Background: an optimization exercise with open tools, aiming at small area, a short achievable clock period and few clock cycles per item. Do not read the settings as production practice.
In this exercise RTL edits were held to simulation tests only and were not proved equivalent to the original.
Power and IR drop assume default switching activity.

==> build 39 <==
==> flow/design.v (excerpt) <==
module load_store_buffer (
    input  logic       clk,
    input  logic       rst,
    input  logic       dis_valid,
    input  logic [3:0]  dis_op,
    input  logic [3:0] dis_tag,
    input  logic [31:0] dis_vj,
    input  logic [31:0] dis_vk,
    input  logic [31:0] dis_imm,
    input  logic [3:0] dis_qj,
    input  logic [3:0] dis_qk,
    input  logic       alu_cdb_valid,
    input  logic [31:0] alu_cdb_value,
    input  logic [3:0] alu_cdb_tag,
    input  logic       rob_cdb_valid,
    input  logic [31:0] rob_cdb_value,
    input  logic [3:0] rob_cdb_tag,
    input  logic       rob_commit,
    input  logic       mem_ready,
    input  logic [31:0] mem_rdata,
    output logic       mem_request,
    output logic       mem_write,
    output logic [31:0] mem_address,
    output logic [2:0]  mem_size,
    output logic [31:0] mem_wdata,
    output logic       lsb_cdb_valid,
    output logic [31:0] lsb_cdb_value,
    output logic [3:0] lsb_cdb_tag,
    output logic       full
);
export LEC_CHECK = 0
export CAP_MARGIN = 20
export CORE_MARGIN = 2
export CORE_UTILIZATION = 40
export SETUP_SLACK_MARGIN = 3.0
export SLEW_MARGIN = 20
export TNS_END_PERCENT = 25
create_clock -name core_clock -period 6.0 [get_ports {clk}]
standard.sh (not shown) runs the stock make flow with config.mk's settings and CLKGATE_MAP_FILE= SYNTH_SCRIPT=/design/flow/synth_recipe.tcl, a recipe that flattens the netlist after the stock synthesis.
==> flow/flow/run.sh <==
#!/bin/bash
# The standard layout (standard.sh, all steps), with the port buffers that
# buffer_ports inserts made plain buf_2 cells instead of the tool's default
# choice (a delay cell); every port is still buffered. Make's full output goes
# to flow_make.log here; ORFS keeps each step's log under orfs/logs.
set -euo pipefail
cd "$(dirname "$0")/.."
bash ./standard.sh "BUFFER_PORTS_ARGS=-buffer_cell sky130_fd_sc_hd__buf_2" finish > flow_make.log 2>&1
==> inputs of trial 44, as changes to build 39 <==
--- a/flow/design.v
+++ b/flow/design.v
@@ -119,54 +119,52 @@
     logic [31:0] lsb_val;     
     logic [2:0]  commits;     
     logic        busy;        
     logic        cur_load;    
     logic        cur_word, cur_byte, cur_sb, cur_sh;
     logic [3:0]  cur_tag;
-    logic        rq_now;      
-    logic        rq_ready;    
-    logic        fl_hold;     
-    logic        fl_ready;    
+    logic        h_go;        
+    logic        q_full;      
     logic [31:0] pa, pb;      
     logic        p_base;      
     logic        hv_n, h_aok_n, h_st_n, h_kw_n;
     logic [31:0] h_vj_n;
     logic [N-1:0] qhead_n, jw_n;
     logic [2:0]  qcnt_n, commits_n;
     logic        add_h_n;
     logic move;
-    assign mem_request = rq_now || (rq_ready && mem_ready);
+    assign mem_request = h_go && (!busy || mem_ready);
     assign mem_write   = h_st;
     assign mem_address = h_ai;
     assign mem_size    = (h_op[2:1] == 2'b00 || h_op == 3'd5) ? 3'd1 :
                          (h_op[2:1] == 2'b01 || h_op == 3'd6) ? 3'd2 : 3'd4;
     assign mem_wdata   = h_vk;
-    assign full = fl_hold || (fl_ready && !mem_ready);
+    assign full = q_full && !mem_request;
     assign lsb_v = mem_ready && cur_load;
     load_align i_align (
         .mem_rdata(mem_rdata), .word(cur_word), .byte_op(cur_byte),
         .sign_b(cur_sb), .sign_h(cur_sh), .load_value(lsb_val)
     );
     always_ff @(posedge clk) begin
         if (rst) lsb_cdb_valid <= 1'b0;
         else     lsb_cdb_valid <= lsb_v;
         lsb_cdb_value <= lsb_val;
         lsb_cdb_tag   <= cur_tag;
     end
-    logic busy_n;
     assign commits_n = rst ? 3'd0 : commits + 3'(rob_commit) - 3'(mem_request && h_st);
-    assign busy_n    = rst ? 1'b0 : mem_request ? 1'b1 : mem_ready ? 1'b0 : busy;
     always_ff @(posedge clk) begin
         commits <= commits_n;
-        busy    <= busy_n;
         if (rst) begin
+            busy     <= 1'b0;
             cur_load <= 1'b0;
         end else begin
             if (mem_request) begin
+                busy     <= 1'b1;
                 cur_load <= !h_st;
             end else if (mem_ready) begin
+                busy     <= 1'b0;
                 cur_load <= 1'b0;
             end
         end
     end
     always_ff @(posedge clk) begin
         if (mem_request) begin
@@ -232,30 +230,25 @@
     assign hv_n    = rst ? 1'b0 : move ? 1'b1 : mem_request ? 1'b0 : hv;
     assign h_aok_n = rst ? 1'b0 : move ? p_base : (add_h && !h_jw) ? 1'b1 : h_aok;
     assign h_st_n  = move ? is_store(m_op) : h_st;
     assign h_kw_n  = move ? m_kw && !(mk_a || mk_r || mk_l) :
                      h_kw && !(hk_a || hk_r || hk_l);
     assign add_h_n = hv_n && !h_aok_n;
-    logic go_n, full_n;
-    assign go_n    = hv_n && h_aok_n && (!h_st_n || (!h_kw_n && commits_n != 3'd0));
-    assign full_n  = hv_n && qcnt_n == 3'd6;
     assign h_vj_n  = (move || hj_a || hj_r || hj_l) ?
                      ({32{tj_a}} & alu_cdb_value) | ({32{tj_r}} & rob_cdb_value) |
                      ({32{tj_l}} & lsb_val) | ({32{tj_m}} & m_vj) : h_vj;
     always_ff @(posedge clk) begin
         hv    <= hv_n;
         h_aok <= h_aok_n;
         h_st  <= h_st_n;
         h_kw  <= h_kw_n;
-        rq_now   <= go_n && !busy_n;
-        rq_ready <= go_n && busy_n;
-        fl_hold  <= full_n && !go_n;
-        fl_ready <= full_n && go_n && busy_n;
+        h_go  <= hv_n && h_aok_n && (!h_st_n || (!h_kw_n && commits_n != 3'd0));
         pa     <= add_h_n ? h_vj_n : r_base ? r_vj : '0;
         pb     <= add_h_n ? (move ? pb : h_ai) : r_ai;
         p_base <= r_base;
+        q_full <= hv_n && qcnt_n == 3'd6;
     end
     always_ff @(posedge clk) begin
         if (move) begin
             h_op <= m_op;
             h_qj <= m_qj;
             h_qk <= m_qk;
==> qor summary <==
quantity	trial 44	build 39
Final worst hold slack	485.8 ps	470.7 ps
Number of antenna violations at the first check in global routing	26	25
Fraction of cell area in non-clock buffers	8.103%	7.730%
Number of flip-flops and latches	898	900
Routed via count divided by cell count	7.238	7.157
Sequential-to-total area share from yosys stat	53.00%	52.82%
Number of cells in the finished layout apart from fillers	6457	6480
Number of filler cells placed in the layout	10730	11000
Critical path's largest stage delay	210 ps	520 ps
Detailed route wirelength on metal3	36380 um	34480 um
Diodes inserted	15	9
Sw Pwr	8968 uW	9144 uW
Adder and majority gate portion of the synthesized area	1.028%	1.022%
NumNets Final	5002	5020
Status	timing/DRC/antenna clean	timing/DRC/antenna clean
Testbench counts of build 39, summed over its fixed seeds: cycles 4,956, ops 2,560.
Testbench counts of trial 44, summed over its fixed seeds: cycles 4,956, ops 2,560.

separate check: timing with driven ports:
How much do the figures lean on ideal ports? The routed layouts below were timed once more, with nothing changed but the port constraints.
Step 1 assumes that a clkbuf_16 drives the clock port and a buf_2 every other input.
Step 2, shift: input delay + t, output delay - t, t = (earliest + latest rising clock arrival at the registers) / 2. This alone moves slack from input paths to output paths.
a / b / c = ideal / step 1 / step 2; a / b = the first two.
run | shift t [ns] | setup slack, ns | worst setup path after step 2 | slew at the worst register clock pin (ns) | pins driven straight from the clock port
build 39 | 0.774 | 2.652 / 2.685 / 1.911 | input to register | 0.07 / 0.07 | 1
trial 44 | 0.770 | 2.669 / 2.624 / 2.001 | input to register | 0.07 / 0.07 | 1
After both steps every run listed still meets setup and hold. The setup slack of build 39, which loses most, moves by +0.033 ns with the drivers and by -0.741 ns with both steps.
